Source: an optimization exercise on an open RTL-to-GDS flow (aim: small area, a short achievable clock period and few clock cycles). Production flows keep margins and buffers that such runs may drop.
Only simulation tests tie the RTL to the original design; equivalence was not proved.

==> flow/design.v, too long to show whole: its modules and the start of the top module <==
// module izh_neuron_array: 1928 lines
// module izh_fa: 4 lines
// module izh_ha: 4 lines
// module izh_gp: 4 lines
// module izh_g: 3 lines
module izh_neuron_array #(
   parameter int N           = 16,
   parameter int V_WIDTH     = 20,
   parameter int FR_WIDTH    = 11,
   parameter int DT_SHIFT    = 2,
   parameter int COUNT_WIDTH = 8
) (
   input  logic                      clk,
   input  logic                      reset,
   input  logic                      start,
   input  logic [2*N-1:0]            mode,
   input  logic [N*V_WIDTH-1:0]      synin,
   input  logic [$clog2(N)-1:0]      probe_sel,
   output logic                      busy,
   output logic                      done,
   output logic [N-1:0]              spikes,
   output logic signed [V_WIDTH-1:0] vout,
   output logic signed [V_WIDTH-1:0] uout,
   output logic [COUNT_WIDTH-1:0]    spike_cnt
);
  // ...
==> flow/run.sh <==
#!/bin/bash
# synth_recipe.tcl (not shown) runs the flow's synth.tcl, then flattens the netlist and writes it again
# the make line also repeats each setting of config.mk as NAME=value (left out here)
make -C /OpenROAD-flow-scripts/flow DESIGN_CONFIG=/design/flow/config.mk WORK_HOME=/design/flow/orfs CLKGATE_MAP_FILE= SYNTH_SCRIPT=/design/flow/synth_recipe.tcl finish
==> flow/config.mk <==
export PLATFORM = sky130hd
export DESIGN_NAME = izh_neuron_array
export DESIGN_NICKNAME = izh_neuron_array
export VERILOG_FILES = /design/flow/design.v
export SDC_FILE = /design/flow/constraint.sdc
export NUM_CORES = 4
export LEC_CHECK = 0
export CAP_MARGIN = 20
export CORE_MARGIN = 2
export CORE_UTILIZATION = 50
export SLEW_MARGIN = 20
export SYNTH_HIERARCHICAL = 1
export SYNTH_MINIMUM_KEEP_SIZE = 0
==> flow/constraint.sdc <==
create_clock -name core_clock -period 21.0 [get_ports {clk}]
set_input_delay 4.2000 -clock core_clock [delete_from_list [all_inputs] [get_ports {clk}]]
set_output_delay 4.2000 -clock core_clock [all_outputs]
set_load 0.01 [all_outputs]
==> run notes, run 1 <==
unrepaired setup endpoints after global routing=no; Hold EP=sq0[5]$_DFF_P_; Mapped Avg Cell Area=10.2 um^2; ClkCell Share=3.14%; mux cell area share after synthesis=2.24%; register area share after synthesis=14.9%; Sum Neg Setup Slack=0 ns; asr flop ratio synth=0%; leading cell type in the layout, fill and taps excluded=fa_1; Die Area=398000 um^2; top-count cell post-synth=fa_1; complex-gate fraction of the synthesized area=12.0%; Synth area leaders=fa_1 (35%), dfxtp_1 (15%), ha_1 (14%); ANT cells=40; CTS tree=yes; status=complete, no violations; CP peak stage delay=0.79 ns; deepest clock path buffer count=4; Ys Warns=55; cell family with most CP delay=buffers and inverters; Post-CTS Hold Buffers=0; Post-Route WL=707000 um; Mapped Cells=19300; remaining antenna violation count after routing=0; sequential portion of the cell area=13.6%; clock sink count=1460; Max Clock Freq=129 MHz; Post-Syn Area=196000 um^2; Setup-failing EPs final=0; post-CTS resize count=0; Hold Crit Start=sq1[5]$_DFF_P_; Core ar.=392000 um^2; Clock Skew=0.0825 ns
Testbench counts, summed over its fixed seeds: cycles 32,000.
==> run 2: changes to the inputs <==
--- a/flow/config.mk
+++ b/flow/config.mk
@@ -5,9 +5,11 @@
 export SDC_FILE = /design/flow/constraint.sdc
 export NUM_CORES = 4
 export LEC_CHECK = 0
-export CAP_MARGIN = 20
+export CAP_MARGIN = 40
 export CORE_MARGIN = 2
 export CORE_UTILIZATION = 50
-export SLEW_MARGIN = 20
+export CTS_CLUSTER_DIAMETER = 100
+export CTS_CLUSTER_SIZE = 30
+export SLEW_MARGIN = 50
 export SYNTH_HIERARCHICAL = 1
 export SYNTH_MINIMUM_KEEP_SIZE = 0
==> run 2 against run 1 <==
Compared with the run above: critical path type is now flop to output pin; still clean on timing, DRC and antenna; core utilization decreased by 0.32 points; critical endpoint is now spikes[5]; synthesized area did not move; final area fell by 0.58%; setup slack improved by 0.54 ns; die area unchanged; largest cell class unchanged; routed wire length shrank 0.26%.
==> run notes, run 2 <==
status=complete, no violations; worst r2r path cells=18; post-CTS resize count=0 (unchanged); top cell type's share of synthesized area=34.5%; TritonCTS Buffers=112; EDFF count, synth=1; Post-Syn Area=196000 um^2 (unchanged); GPL Wtd Cong=1.05; Avg WL per Cell=28.3 um; period utilisation layout=34.5%; grt ovf=0; First-pass DRT Iterations=8; Top Ports=425; Worst R2R Start=w0[0][5]$_SDFF_PP0_; routed via count=146000; CTS tree=yes; H-tree Lvls=3; Core ar.=392000 um^2 (unchanged); Max Cap Viol=0; Worst Hold Path Cells=0; Clock Skew=0.0835 ns (+0.00101 ns); slack of the worst reg-to-reg path=14.26 ns; Detailed Route Iter0 Violations=11700; Final Hold Fails=0; top-count cell post-synth=fa_1; Startpoint Class=flop; worst r2r dst=u1[0][18]$_SDFF_PP1_; GRT Total Usage=35.7%; Hold EP=sq0[5]$_DFF_P_; unrepaired setup endpoints after global routing=no; final count of pins violating max slew=0; worst hold path class=flop to flop; layout cell share with drive strength beyond 1=5.81%; worst slew pin tran=0.880 ns; clk latency of the worst-skew pair=1.03 ns; DRC viols=0; synth cell count leaders=fa_1 (3384), ha_1 (2264), and2_1 (1717); postcts setup bufs=0; cell taking the most area after synthesis=fa_1; Root Buffer Master=clkbuf_16; Largest regs=za0: 200 flops, zb0: 200 flops, w0: 168 flops; pin count of the biggest net entering global routing=131; Post-CTS Hold Buffers=0 (unchanged); Layout Nets=25600; Clock transition at path regs=0.10 ns; Hold Crit Start=sq1[5]$_DFF_P_; Max Clock Freq=138 MHz (+7.4%); Die Area=398000 um^2 (unchanged); post-synthesis register bit count=1460; Data arrival, critical path=3.04 ns; number of distinct library cells after synthesis=99; remaining antenna violation count after routing=0 (unchanged); Vias/cell=5.86; most frequent cells in the layout=fa_1 (3384), ha_1 (2264), and2_1 (1717), nor2_1 (1645), dfxtp_1 (1402); CP endpoint kind=output pin; Critical Path Fanout Max=10; Ys Warns=55 (unchanged); vias in the first global route=151000; max_slew headroom=41.4%; die width=631 um; Setup-failing EPs final=0 (unchanged); deepest clock path buffer count=4 (unchanged); asr flop ratio synth=0% (unchanged); CP Data Required Time=16.80 ns; initial antenna violation count=67; IO Port Bufs=424; initial core utilization=50.1%; Synth area leaders=fa_1 (35%), dfxtp_1 (15%), ha_1 (14%); first-pass GRT wire length=1040000 um; Top FF cell, synth=dfxtp_1; Fillers=35400; Post-Route WL=706000 um (-0.26%); leading cell type in the layout, fill and taps excluded=fa_1; num rows=230; Mapped Cells=19300 (unchanged); Sum Neg Setup Slack=0 ns (unchanged); Mapped Avg Cell Area=10.2 um^2 (unchanged); Die H=631 um; register area share after synthesis=14.9% (unchanged); Final HPWL DP=594000 um; Final min period=7.24 ns; clock sink count=1460 (unchanged); area grow syn2layout=8.68%; Crit Path Category=flop to output pin
run 2: cells by family after synthesis:
family | count (synthesis) | share of synthesized area [%]
muxes | 403 | 2.24
buffers and inverters | 1976 | 3.78
AOI/OAI and AO/OA | 3527 | 12.0
other | 2 | 0.00383
adders and majority gates | 5648 | 48.9
xor gates and xnor gates | 957 | 4.29
DFF | 1460 | 14.9
and+or+nand+nor | 5350 | 13.8
run 2: modules after synthesis (local to each module, per instance):
module,flip-flops and latches,copies in the design
izh_g,0,240
izh_fa,0,3352
izh_ha,0,1144
izh_neuron_array,1460,1
izh_gp,0,472
run 2: worst max-delay path by stage:
stage / endpoint / startpoint / slack (ns) / depth (start not counted)
3_3_place_gp: vout[4]$_SDFF_PP0_ / probe_sel[0] / 12.51 / 11
2_1_floorplan: f1[4]$_SDFF_PP0_ / synin[258] / 14.32 / 14
4_1_cts: spikes[5] / g0$_DFFE_PP_ / 13.69 / 3
3_5_place_dp: vout[17]$_SDFF_PP0_ / probe_sel[0] / 12.99 / 11
5_1_grt: spikes[5] / g0$_DFFE_PP_ / 13.69 / 3
6_report: spikes[5] / g0$_DFFE_PP_ / 13.76 / 3
run 2: metal layers:
metal	track usage (%)	vias up	part of all wire [%]
met2	54.9	4896	44
met5	0	-	0.017
met3	6.13	1132	7.3
met1	48.2	74800	42
met4	19.0	18	6.5
li1	-	65400	-
run 2: cell type report:
class,instances,area [um^2],area share [%]
diodes,42,105,0.0493
repair buffers,792,7210,3.38
flip-flops and latches,1460,29300,13.7
inverters,1238,4660,2.18
clock buffers,116,2850,1.34
well taps,5220,6530,3.06
multi-input cells,16000,161000,75.5
clock inverters,91,1530,0.718
run 2: through the flow:
| stage | util (%) | worst slack, ns | cells | hold WS, ns | cell area (um^2) |
|---|---|---|---|---|---|
| 2_1_floorplan | - | 14.32 | 19400 | 0.342 | 197000 |
| 3_3_place_gp | 53.0 | 12.51 | 24700 | 0.356 | 208000 |
| 3_5_place_dp | 53.3 | 12.99 | 24700 | 0.363 | 209000 |
| 4_1_cts | 54.4 | 13.69 | 24900 | 0.378 | 213000 |
| 5_1_grt | 54.5 | 13.69 | 24900 | 0.389 | 213000 |
| 6_report | 54.5 | 13.76 | 24900 | 0.375 | 213000 |
run 2: worst max-delay path: stages, from the launching register on:
cell             delay (ns)
edfxtp_1               0.57
buf_4                  0.56
mux2_2                 0.41
clkdlybuf4s50_1        0.50

[port drivers added, routing unchanged]
The flow's constraints put no driver on any port. The routed layouts listed below were extracted and timed again, unchanged, in two steps.
Step 1 (the two cells are an assumption about what drives the block):
set clk [get_ports {clk}]
set_driving_cell -lib_cell sky130_fd_sc_hd__clkbuf_16 $clk
set_driving_cell -lib_cell sky130_fd_sc_hd__buf_2 [delete_from_list [all_inputs] $clk]
Step 2 also shifts input and output timing later by t, the mid clock arrival at the registers, as if the neighbouring blocks saw the same clock.
Slacks: ideal / step 1 / step 2; pairs: ideal / step 1.
run	t, ns	setup WS [ns]	worst hold slack (ns)
run 1	1.075	13.223 / 13.123 / 12.048	0.368 / 0.368 / 0.368
run 2	1.088	13.761 / 13.661 / 12.586	0.375 / 0.375 / 0.375
After both steps every run listed still meets setup and hold.
